Source: an optimization exercise on an open RTL-to-GDS flow (aim: small area, a short achievable clock period and few clock cycles per item). Production flows keep margins and buffers that such runs may drop.
The RTL was checked by simulation tests, not by an equivalence proof against the original design.
Power and IR drop assume default switching activity.

==> design/flow/design.v <==
package bsis_pkg;
  localparam int unsigned LW   = 5;    
  localparam int unsigned STW  = 7;    
  localparam int unsigned CHW  = 24;   
  localparam int unsigned IDXW = 16;   
endpackage
module bitonic_sort_index_sequencer_core
#(
  parameter int unsigned MAX_LOG_SIZE = 16,
  parameter int unsigned MAX_STEP     = 64
) (
  input  logic            clk_i,
  input  logic            rst_ni,
  input  logic            psel,
  input  logic            penable,
  input  logic            pwrite,
  input  logic [2:0]      paddr,
  input  logic [31:0]     pwdata,
  output logic [31:0]     prdata,
  output logic            pready,
  input  logic            in_valid_i,
  output logic            in_stall_o,
  input  logic [bsis_pkg::CHW-1:0]  chunk_index_i,
  output logic            out_valid_o,
  input  logic            out_stall_i,
  output logic [bsis_pkg::IDXW-1:0] element_index_o,
  output logic            past_end_o,
  output logic            last_o
);
  logic [4:0] log_q;
  logic [6:0] step_q;
  logic       sel_q;
  logic       cfg_wr;
  assign cfg_wr = psel && penable && pwrite;
  always_ff @(posedge clk_i or negedge rst_ni) begin
    if (!rst_ni) begin
      log_q  <= 5'd4;
      step_q <= 7'd8;
    end else if (cfg_wr) begin
      if (paddr[2]) step_q <= pwdata[6:0];
      else          log_q  <= pwdata[4:0];
    end
  end
  always_ff @(posedge clk_i) sel_q <= paddr[2];
  assign prdata = sel_q ? {25'd0, step_q} : {27'd0, log_q};
  assign pready = 1'b1;
  logic [4:0] n_eff;
  logic [6:0] s_eff;
  logic [5:0] km1;      
  assign n_eff = (log_q > 5'd16) ? 5'd16 : log_q;
  assign s_eff = (step_q == 7'd0) ? 7'd1 : (step_q > 7'd64) ? 7'd64 : step_q;
  assign km1   = 6'(s_eff - 7'd1);
  logic       valid_q, act_q, pend_q, pseek_q, mbusy_q, einc_q, ev_q;
  logic [2:0] ds_q;
  logic [15:0] o_q;
  logic        past_o_q, last_q;
  logic [5:0]  k_q;
  logic [15:0] lo_q;
  logic [14:0] m_q;       
  logic [16:0] sm_q;      
  logic        flip_q, sec_q, past_q;
  logic [24:0] e_q;       
  logic [30:0] p_q;       
  logic [4:0]  mc_q;
  logic [3:0]  ac_q;      
  localparam logic [2:0] D_IDLE = 3'd0, D_S1 = 3'd1, D_S2 = 3'd2, D_M1 = 3'd3, D_M2 = 3'd4,
                         D_FILL = 3'd5;
  assign in_stall_o      = pend_q;
  assign out_valid_o     = valid_q;
  assign element_index_o = o_q;
  assign past_end_o      = past_o_q;
  assign last_o          = last_q;
  logic accept, consec, advance, produce, chunk_end, wfree, start_c, start_s;
  assign accept    = in_valid_i && !pend_q;
  assign consec    = ev_q && ({1'b0, chunk_index_i} == e_q);
  assign advance   = !valid_q || !out_stall_i;
  assign produce   = advance && act_q;
  assign chunk_end = produce && (k_q == 6'd0);
  assign wfree     = !act_q || chunk_end;
  assign start_c   = pend_q && !pseek_q && wfree;
  assign start_s   = pend_q && pseek_q && !mbusy_q && wfree && (ds_q == D_IDLE);
  logic [15:0] mf, topm, hi;
  logic        stage_end;
  assign mf        = {m_q, 1'b1};
  assign topm      = mf & ~{1'b0, m_q};
  assign hi        = flip_q ? (lo_q ^ mf) : (lo_q | topm);
  assign stage_end = &(lo_q[14:0] | ~m_q);
  logic [14:0] lp1, t1;
  logic [15:0] ohs;
  logic        b1, bit_s, s_eq_n, s_gt_n;
  assign lp1    = lo_q[15:1] + 15'd1;
  assign t1     = lo_q[15:1] & ~lp1;
  assign b1     = &(lo_q[15:1] | ~sm_q[15:1]);
  assign ohs    = {sm_q[14:0], 1'b1} & ~sm_q[15:0];
  assign bit_s  = |(lo_q & ohs);
  assign s_gt_n = sm_q[n_eff];
  assign s_eq_n = (n_eff != 5'd0) && sm_q[n_eff - 5'd1] && !sm_q[n_eff];
  logic [9:0]  w;
  logic [14:0] st;
  logic [9:0]  x;
  logic [10:0] d;
  logic        neg, shok;
  logic [16:0] ohsm;      
  logic [14:0] ohm;       
  logic [9:0]  xs;
  logic [4:0]  xm;
  assign w    = p_q[24:15];
  assign st   = p_q[14:0];
  assign shok = ac_q != 4'd0;
  assign ohsm = sm_q & ~{1'b0, sm_q[16:1]};
  assign ohm  = m_q & ~{1'b0, m_q[14:1]};
  always_comb begin
    xs = '0;
    for (int i = 1; i < 17; i++) begin
      if (ohsm[i]) xs = xs | 10'((i + 1) * i);
    end
    xm = '0;
    for (int i = 0; i < 15; i++) begin
      if (ohm[i]) xm = xm | 5'(2 * (i + 1));
    end
    case (ds_q)
      D_M1:    x = 10'd4;
      D_M2:    x = {5'd0, xm};
      default: x = xs;
    endcase
  end
  assign d   = {1'b0, w} - {1'b0, x};
  assign neg = d[10];
  logic ddone;
  always_comb begin
    ddone = 1'b0;
    case (ds_q)
      D_S1:   ddone = !neg && s_gt_n;
      D_M1:   ddone = (w[9:2] == 8'd0) && !m_q[0];
      D_FILL: ddone = !shok;
      default: ddone = 1'b0;
    endcase
    if (start_s && ((|p_q[30:25]) || (n_eff == 5'd0))) ddone = 1'b1;
  end
  always_ff @(posedge clk_i or negedge rst_ni) begin
    if (!rst_ni) begin
      valid_q <= 1'b0;
      act_q   <= 1'b0;
      pend_q  <= 1'b0;
      pseek_q <= 1'b0;
      mbusy_q <= 1'b0;
      einc_q  <= 1'b0;
      ev_q    <= 1'b0;
      ds_q    <= D_IDLE;
    end else begin
      if (advance) valid_q <= produce;
      einc_q <= accept;
      if (accept) begin
        pend_q  <= 1'b1;
        pseek_q <= !consec;
        mbusy_q <= !consec;
      end else if (mbusy_q && mc_q == 5'd23) begin
        mbusy_q <= 1'b0;
      end
      if (ddone) begin
        act_q  <= 1'b1;
        pend_q <= 1'b0;
        ds_q   <= D_IDLE;
        ev_q   <= 1'b1;
      end else begin
        if (start_c) begin
          act_q  <= 1'b1;
          pend_q <= 1'b0;
        end else if (chunk_end) begin
          act_q <= 1'b0;
        end
        if (start_s) begin
          act_q <= 1'b0;
          ds_q  <= D_S1;
        end else begin
          case (ds_q)
            D_S1: if (neg && sm_q[1] && !sm_q[2]) ds_q <= D_M1;
                  else if (!neg) ds_q <= D_S2;
            D_S2: if (neg && !(sm_q[1] && !sm_q[2])) ds_q <= D_S1;
                  else ds_q <= D_M1;
            D_M1: if (w[9:2] == 8'd0) ds_q <= D_FILL;
                  else ds_q <= D_M2;
            D_M2: ds_q <= D_M1;
            default: ;
          endcase
        end
      end
      if (cfg_wr) ev_q <= 1'b0;
    end
  end
  logic [7:0] msum;
  assign msum = {1'b0, p_q[30:24]} + (p_q[0] ? {1'b0, s_eff} : 8'd0);
  always_ff @(posedge clk_i) begin
    if (accept)      e_q <= {1'b0, chunk_index_i};
    else if (einc_q) e_q <= e_q + 25'd1;
    if (produce) begin
      last_q <= (k_q == 6'd0);
      k_q    <= k_q - 6'd1;
      if (past_q) begin
        o_q      <= '0;
        past_o_q <= 1'b1;
      end else begin
        past_o_q <= 1'b0;
        if (!sec_q) begin
          o_q   <= lo_q;
          sec_q <= 1'b1;
        end else begin
          o_q   <= hi;
          sec_q <= 1'b0;
          if (!stage_end) begin
            lo_q <= lo_q + 16'd1;
          end else if (m_q[0]) begin
            lo_q   <= lo_q & ~{1'b0, m_q};
            m_q    <= m_q >> 1;
            flip_q <= 1'b0;
          end else if (b1) begin
            if (s_eq_n) begin
              past_q <= 1'b1;
            end else if (!bit_s) begin
              lo_q   <= {lp1, 1'b0};
              m_q    <= '0;
              sm_q   <= 17'd1;
              flip_q <= 1'b1;
            end else begin
              lo_q   <= lo_q & ~{sm_q[14:0], 1'b1};
              m_q    <= sm_q[14:0];
              sm_q   <= {sm_q[15:0], 1'b1};
              flip_q <= 1'b1;
            end
          end else begin
            lo_q   <= {lp1, 1'b0};
            m_q    <= t1;
            flip_q <= 1'b0;
          end
        end
      end
    end
    if (start_c || ddone) k_q <= km1;
    if (accept) begin
      p_q  <= {7'd0, chunk_index_i};
      mc_q <= '0;
    end else if (mbusy_q) begin
      p_q  <= {msum, p_q[23:1]};
      mc_q <= mc_q + 5'd1;
    end else if (start_s) begin
      lo_q   <= '0;
      sm_q   <= '1;
      ac_q   <= 4'd15;
      past_q <= 1'b1;    
      if (!((|p_q[30:25]) || (n_eff == 5'd0))) past_q <= 1'b0;
    end else begin
      case (ds_q)
        D_S1: begin
          if (neg) begin
            sm_q <= sm_q >> 1;
            if (shok) begin
              p_q[24:0] <= {w[8:0], st, 1'b0};
              ac_q      <= ac_q - 4'd1;
            end
            if (sm_q[1] && !sm_q[2]) begin
              m_q    <= '0;
              flip_q <= 1'b1;
            end
          end else if (s_gt_n) begin
            past_q <= 1'b1;
          end else begin
            p_q[24:15] <= d[9:0];
          end
        end
        D_S2: begin
          if (neg) begin
            lo_q <= lo_q | ohsm[15:0];
            sm_q <= sm_q >> 1;
            if (shok) begin
              p_q[24:0] <= {w[8:0], st, 1'b0};
              ac_q      <= ac_q - 4'd1;
            end
            if (sm_q[1] && !sm_q[2]) begin
              m_q    <= '0;
              flip_q <= 1'b1;
            end
          end else begin
            p_q[24:15] <= d[9:0];
            m_q        <= sm_q[15:1];
            flip_q     <= 1'b1;
          end
        end
        D_M1: begin
          if (w[9:2] == 8'd0) begin
            if (!m_q[0]) sec_q <= w[0];
          end else begin
            p_q[24:15] <= d[9:0];
          end
        end
        D_M2: begin
          if (!neg) lo_q <= lo_q | {ohm, 1'b0};
          m_q    <= m_q >> 1;
          flip_q <= 1'b0;
          if (shok) begin
            p_q[24:0] <= {(neg ? w[8:0] : d[8:0]), st, 1'b0};
            ac_q      <= ac_q - 4'd1;
          end else if (!neg) begin
            p_q[24:15] <= d[9:0];
          end
        end
        D_FILL: begin
          lo_q[14:0] <= (lo_q[14:0] & ~m_q) | ({lo_q[13:0], w[1]} & m_q);
          if (!shok) begin
            sec_q <= w[0];
          end else begin
            p_q[24:0] <= {8'd0, w[0], st, 1'b0};
            ac_q      <= ac_q - 4'd1;
          end
        end
        default: ;
      endcase
    end
  end
endmodule
==> design/flow/run.sh <==
#!/bin/bash
# synth_recipe.tcl (not shown) runs the flow's synth.tcl, then flattens the netlist and writes it again
# the make line also repeats each setting of config.mk as NAME=value (left out here)
make -C /OpenROAD-flow-scripts/flow DESIGN_CONFIG=/design/flow/config.mk WORK_HOME=/design/flow/orfs CLKGATE_MAP_FILE= SYNTH_SCRIPT=/design/flow/synth_recipe.tcl finish
==> design/flow/config.mk <==
export PLATFORM = sky130hd
export DESIGN_NAME = bitonic_sort_index_sequencer_core
export DESIGN_NICKNAME = bitonic_sort_index_sequencer_core
export VERILOG_FILES = /design/flow/design.v
export SDC_FILE = /design/flow/constraint.sdc
export NUM_CORES = 4
export LEC_CHECK = 0
export CAP_MARGIN = 20
export CORE_MARGIN = 2
export CORE_UTILIZATION = 40
export SLEW_MARGIN = 20
==> design/flow/constraint.sdc <==
create_clock -name core_clock -period 8.0 [get_ports {clk_i}]
set_input_delay 1.6000 -clock core_clock [delete_from_list [all_inputs] [get_ports {clk_i}]]
set_output_delay 1.6000 -clock core_clock [all_outputs]
set_load 0.01 [all_outputs]
==> run summary, run 1 <==
remaining antenna violation count=0; first-pass GRT wire length=75.4 mm; Slew headroom=0.226; GR Util met3=0.0618; cts hold-fix bufs=0; yosys warns=1; Synth Area per Inst=7.92 sq um; share of the synthesized area in the top cell type=0.178; pin count of the biggest net entering global routing=65; count leader, synth=nor2_1; Worst Skew=0.0143 ns; Critical R2R Launch=ds_q[0]; H-tree depth=4; DRC Markers=0; Hold Path Class=flip-flop to flip-flop; setup TNS=0 ns; # IOs=119; fin crit share=0.719; DR iter-0 viols=1488; die area=34000 sq um; hold_ws=0.522 ns; total gr overflow=0; initial antenna violation count=0; Buffers on Ports=65; worst path setup slack after routing=2.24 ns; CTS Root Cell=clkbuf_16; utilization after layout=0.448; Post-layout nets=1736; Most Crowded Layer GR=met2; Antenna diodes=0; Post-Synthesis Cell Area=13000 sq um; number of synthesized flops with an enable pin=77; leakage=5.32 nW; Finish-stage setup viols=0; met1 GRT Util=0.381; vias in the first global route=12600; share of layout cells above drive strength 1=0.0839; # rows=66; Via density=6.34; FILL cells=3231; chip height=184 um; area growth from synthesis to layout=11.2%; Top FF cell, synth=edfxtp_1; startpoint of the worst hold path=valid_q; top area cells in the synthesized netlist=edfxtp_1 (18%), dfxtp_1 (9.8%), nor2_1 (5.2%), a21oi_1 (5.2%), nand2_1 (4.0%); Commonest cells post-synth=nor2_1 (181), nand2_1 (137), a21oi_1 (135), clkbuf_1 (110), o21ai_0 (92); proportion of synthesized flip-flops having asynchronous set or reset=0.135; min cycle time layout=5.76 ns; total CTS buffers=17; GPL Wtd Cong=1.01; CP Data Arrival Time=6.05 ns; # resized after CTS=0; MaxCap Viol Count=0; Worst-Margin Slew=1.14 ns; Setup crit start kind=flip-flop; Syn Inst Count=1643; Critical Path RT=8.30 ns; Max VDD drop=0.225 mV; CTS max path bufs=2; Die W=184 um; Unique masters post-synth=83; Worst Setup SP=ds_q[0]; largest fanout on the critical path=13; routing usage on met2=0.445; post-synthesis register bit count=163; DRT Pass-1 Iters=6; Post-Route WL=49.2 mm; GRT Overall Usage=0.292; CTS tree=built; Worst-Skew Late Latency=0.46 ns; core outline area=32300 sq um; routed len/inst=23.6 um; postcts setup bufs=0; Setup WS pre-CTS=2.26 ns; RSZ-0062 raised after global routing=false; initial core utilization=0.403; Max Clk Rate=174 MHz; clk slew on worst S/H paths=0.07 ns; post-DP HPWL=34.9 mm; status=complete, no violations; CP Capture Type=flip-flop; largest area contributor in the netlist=edfxtp_1; post-synthesis sequential area ratio=0.319; Cell Pwr Density=468 nW/um^2; Fin. Hold Viols=0; Via Count=13200; clk sinks=163; Setup CP Type=flip-flop to flip-flop; Slew Limit Fails=0
[sequential cells by signal, summed over array words and instances (netlist names), 3 cells and up]
register / cells
p_q: 31
k_q: 6
log_q: 5
ds_q: 3
e_q: 25
step_q: 7
ac_q: 4
lo_q: 16
o_q: 16
mc_q: 5
m_q: 15
sm_q: 17
[per-layer routing]
| layer | share of wire | vias up |
|---|---|---|
| li1 | - | 6003 |
| met4 | 0.057 | 0 |
| met3 | 0.092 | 192 |
| met2 | 0.44 | 754 |
| met1 | 0.41 | 6271 |
| met5 | 0 | - |
[critical path, cell delays in order, from the launching register on]
cell and delay (ns):
dfrtp_1 0.54, inv_1 0.40, nor2_1 0.16, and2_1 0.20, nor2_1 0.36, nand3_1 0.17, o41a_1 0.50, inv_1 0.07
ha_1 0.21, nor2b_1 0.14, o31a_1 0.28, o31ai_1 0.43, a21o_1 0.21, or3_1 0.16, nor2b_1 0.37, o221ai_1 0.19
buf_4 0.23, o21ai_0 0.11, o21ai_0 0.15, ha_1 0.28, nand2_1 0.09, xnor2_1 0.12, nor2_1 0.06, a31oi_1 0.15
[layout make-up]
type,instances,area [sq um],share of cell area
timing repair buffer,111,991,0.0685
sequential,163,4150,0.286
multi-input combinational,1281,8020,0.554
inverter,57,214,0.0148
clock inverter,13,114,0.00787
clock buffer,19,443,0.0306
tap,442,553,0.0382
[cell usage in the layout, fill, tap and decap left out, types with 35 or more instances in the layout]
cell type and instances:
a31oi_1 35, edfxtp_1 77, nor2_1 180, inv_1 53
nand3_1 62, ha_1 37, dfxtp_1 64, buf_4 46
o21ai_0 91, a21oi_1 134, xor2_1 44, clkdlybuf4s50_1 64
nand2_1 137
[path summary, 6_finish.rpt]
kind	endpoint	slack [ns]	cells past startpoint
setup reg to reg	k_q[4]	2.24	23
min in group asynchronous	step_q[6]	1.12	1
hold / removal	valid_q	0.52	2
hold reg to reg	valid_q	0.52	2
max in group asynchronous	step_q[3]	6.51	1
setup / recovery	k_q[4]	2.24	23
[power by group]
part / total, W / internal (W) / switching, W
registers: 0.00188 / 0.00134 / 0.000538
clock network: 0.000804 / 0.000416 / 0.000388
logic: 0.00409 / 0.00147 / 0.00262
total: 0.00677 / 0.00323 / 0.00354
[kinds of logic after synthesis]
logic type               share of synthesized area
AO/OA/AOI/OAI                                0.259
XOR/XNOR                                    0.0437
adder cells (fa/ha/maj)                     0.0386
buffers and inverters                       0.0738
flip-flops                                   0.319
multiplexers                                0.0449
other                                     0.000577
AND/OR/NAND/NOR                              0.221
[metrics by stage]
stage               cell area, sq um  total power [W]  cells
finish                         14500          0.00677   2086
global route                   14500          0.00719   2086
CTS                            14500          0.00665   2086
detailed placement             13900          0.00583   2054
global placement               13900          0.00579   2054
floorplan                      13100          0.00448   1667
Testbench counts, summed over its fixed seeds: cycles 144,799, items 135,995.
==> run 2: changes to the inputs <==
--- a/design/flow/config.mk
+++ b/design/flow/config.mk
@@ -6,6 +6,8 @@
 export NUM_CORES = 4
 export LEC_CHECK = 0
+export ABC_CLOCK_PERIOD_IN_PS = 2000
 export CAP_MARGIN = 20
 export CORE_MARGIN = 2
 export CORE_UTILIZATION = 40
+export SETUP_SLACK_MARGIN = 5
 export SLEW_MARGIN = 20
==> run 2 against run 1 <==
Net effect: global-route usage rose by 2.0 points; cell count rose by 5.5%; clock-buffer cell count grew 1; register-to-register slack gained 1.6 ns; clock skew shrank 0.0012 ns; sequential power up 5%; hold slack improved by 0.0085 ns; sequential share of layout area decreased by 3.6 points; total power rose by 30%; synthesized area unchanged; highest routed layer unchanged.
==> run summary, run 2 <==
most common cell after layout, fill and taps aside=nor2_1; fin crit share=0.515; Worst-Margin Slew=1.05 ns; clk sinks=163; Synth Area per Inst=7.92 sq um; CTS max path bufs=2; clk slew on worst S/H paths=0.07 ns; yosys warns=1; Max VDD drop=0.270 mV; DRC Markers=0; Clk pwr share=0.095; Via Count=14200; max FFs per register=31; Post-Synthesis Cell Area=13000 sq um; Compound-Gate Fraction of Synth Area=0.259; DRT Pass-1 Iters=7; Post-Synth XOR/XNOR Area=0.0437; initial antenna violation count=0; GRT Overall Usage=0.311; Finish-stage setup viols=0; Setup CP Type=flip-flop to flip-flop; count leader, synth=nor2_1; total gr overflow=0; critical path buffer and inverter count=7; total power=0.00882 W; Post-layout nets=1851; Max Clk Rate=243 MHz; Via density=6.43; leakage=6.31 nW; FILL cells=3004; CP Capture Type=flip-flop; GPL Wtd Cong=0.984; Reg power frac=0.224; Unique masters post-synth=83; largest family of logic cells by synthesized area=compound AO/OA/AOI/OAI gates; worst path cell trace=nor2b_2 -> nor3_1 -> nand4_1 -> nand3_1 -> ha_1 -> o21a_1 -> o31a_1 -> o31ai_4 -> a21o_1 -> buf_4 -> buf_6 -> buf_6 -> buf_12 -> buf_8 -> buf_4 -> a22oi_2 -> nor2_4 -> buf_12 -> o32ai_4; core outline area=32300 sq um; setup TNS=0 ns; Buffers on Ports=65; vias in the first global route=13200; Slew Limit Fails=0; initial core utilization=0.403; Largest regs=p_q (31), e_q (25), sm_q (17); Sequential cell area=4220 sq um; Die W=184 um; remaining antenna violation count=0; most frequent cells in the layout=nor2_1 (157), nand2_1 (125), a21oi_1 (120); Setup WS pre-CTS=2.72 ns; # rows=66; simple-gate share of the synthesized area=0.221; post-synthesis register bit count=163; total CTS buffers=17; Fin. Hold Viols=0; MaxCap Viol Count=0; post-route cell area=16800 sq um; chip height=184 um; CTS Root Cell=clkbuf_16; cts hold-fix bufs=0; Top FF cell, synth=edfxtp_1; CTS tree=built; area growth from synthesis to layout=29.4%; Syn Inst Count=1643; Slew headroom=0.297; routed len/inst=24.5 um; Setup crit start kind=flip-flop; Commonest cells post-synth=nor2_1 (181), nand2_1 (137), a21oi_1 (135), clkbuf_1 (110), o21ai_0 (92); status=complete, no violations; top area cells in the synthesized netlist=edfxtp_1 (18%), dfxtp_1 (9.8%), nor2_1 (5.2%), a21oi_1 (5.2%), nand2_1 (4.0%); CP delay by family, top=compound AO/OA/AOI/OAI gates; proportion of synthesized flip-flops having asynchronous set or reset=0.135; Worst Skew=0.0131 ns; multiplexer area fraction after synthesis=0.0449; fin cells=2201; Placement Cell Area=14100 sq um; Crit path largest cell delay=0.62 ns; largest fanout on the critical path=7; DR iter-0 viols=1637; Worst-Skew Late Latency=0.46 ns; Cell Pwr Density=524 nW/um^2; Critical Path RT=8.37 ns; pin count of the biggest net entering global routing=65; share of the synthesized area in the top cell type=0.178; Gate power share=0.681; die area=34000 sq um; largest area contributor in the netlist=edfxtp_1; H-tree depth=4; post-DP HPWL=35.0 mm; Pint=0.00445 W; # IOs=119; sw frac=0.496; worst path setup slack after routing=3.88 ns; Antenna diodes=0; Hold Path Class=flip-flop to flip-flop; RSZ-0062 raised after global routing=true; Largest Register=p_q; switching power=0.00437 W; Post-Place Cells=2044; min cycle time layout=4.12 ns; post-synthesis sequential area ratio=0.319; Post-Route WL=54.0 mm; critical path's slowest cell=dfxtp_1; number of synthesized flops with an enable pin=77; CP Data Arrival Time=4.49 ns; Synth Area in Adders=0.0387; first-pass GRT wire length=80.4 mm; Multi-input gate area=9020 sq um; share of layout cells above drive strength 1=0.255
[run 2: area by class of cell]
| type | instances | share of cell area |
|---|---|---|
| Timing Repair inverter | 1 | 0.000297 |
| Multi-Input combinational cell | 1282 | 0.536 |
| Clock inverter | 12 | 0.00639 |
| Sequential cell | 163 | 0.250 |
| Clock buffer | 20 | 0.0278 |
| Inverter | 57 | 0.0134 |
| Tap cell | 442 | 0.0328 |
| Timing Repair Buffer | 224 | 0.133 |
[run 2: routing by layer]
metal / part of all wire / up-vias / GRT usage
li1: - / 6244 / -
met5: 0 / - / 0
met1: 0.40 / 6803 / 0.406
met2: 0.44 / 877 / 0.476
met3: 0.10 / 229 / 0.0646
met4: 0.066 / 0 / 0.183
[run 2: what timing repair did]
action / 4_1_cts / 5_1_grt
resized for setup: 194 / 126
hold endpoints to repair: 0 / 0
setup buffers: 84 / 33
gates cloned: 7 / 1
setup endpoints to repair: 130 / 118
pin swaps: 28 / 82
[run 2: cell families (layout without fill, tap and decap cells)]
kind of cell / Yosys count / after routing
xor+xnor: 65 / 65
fa+ha+maj: 39 / 39
buf+inv: 223 / 314
flops: 163 / 163
other cells: 2 / 26
simple gates: 589 / 590
compound gates: 511 / 511
mux: 51 / 51
[run 2: worst register-to-register path: cells and delay by family (launching register included)]
family                   cells  cell delay [ns]
AO/OA/AOI/OAI                6             1.24
adder cells (fa/ha/maj)      1             0.38
buffers and inverters        7             0.93
flip-flops                   1             0.62
AND/OR/NAND/NOR              5             0.85
[run 2: path summary, 6_finish.rpt]
| path | from | slack (ns) | depth (start not counted) | to |
|---|---|---|---|---|
| max in group asynchronous | rst_ni | 6.46 | 1 | ds_q[0] |
| min in group asynchronous | rst_ni | 1.13 | 1 | einc_q |
| min | mc_q[1] | 0.53 | 2 | mc_q[1] |
| max reg2reg | sm_q[7] | 3.88 | 19 | m_q[10] |
| max | sm_q[7] | 3.88 | 19 | m_q[10] |
| min reg2reg | mc_q[1] | 0.53 | 2 | mc_q[1] |
[run 2: power groups by stage]
stage                     clock network [W]  registers, W  logic (W)
after floorplan                           0       0.00158    0.00316
after global placement                    0       0.00196    0.00400
after detailed placement                  0       0.00197    0.00404
after CTS                          0.000846       0.00192    0.00513
after global routing               0.000875       0.00201    0.00633
final                              0.000834       0.00198    0.00601
[run 2: metrics by stage]
stage | util | hold slack, ns
floorplan | - | 0.419
global placement | 0.437 | 0.493
detailed placement | 0.437 | 0.509
CTS | 0.496 | 0.527
global route | 0.522 | 0.550
finish | 0.522 | 0.530

[afterwards: timing with drivers on the ports]
No port has a modelled driver above. Below, the same layouts with a new extraction and two added sets of constraints.
Step 1, drivers: a clkbuf_16 drives clk_i and a buf_2 each remaining input, both assumed.
Step 2 times the ports against the registers' clock, not the clock port: input delays grow and output delays shrink by t, the midpoint of the rising clock arrivals with the driver on.
Three values: ideal ports, drivers, drivers and shift; two values: the first two.
| run | t, ns | slack for setup (ns) | hold slack, ns | worst setup path at the end | worst register clock-pin slew, ns |
|---|---|---|---|---|---|
| run 1 | 0.505 | 2.244 / 2.244 / 2.244 | 0.522 / 0.522 / 0.522 | register to register | 0.08 / 0.08 |
| run 2 | 0.504 | 3.881 / 3.881 / 3.688 | 0.530 / 0.530 / 0.530 | input to register | 0.08 / 0.08 |
After both steps every run listed still meets setup and hold. For run 2, which loses most, drivers alone change the setup slack by 0.000 ns; drivers and shift together by -0.193 ns.
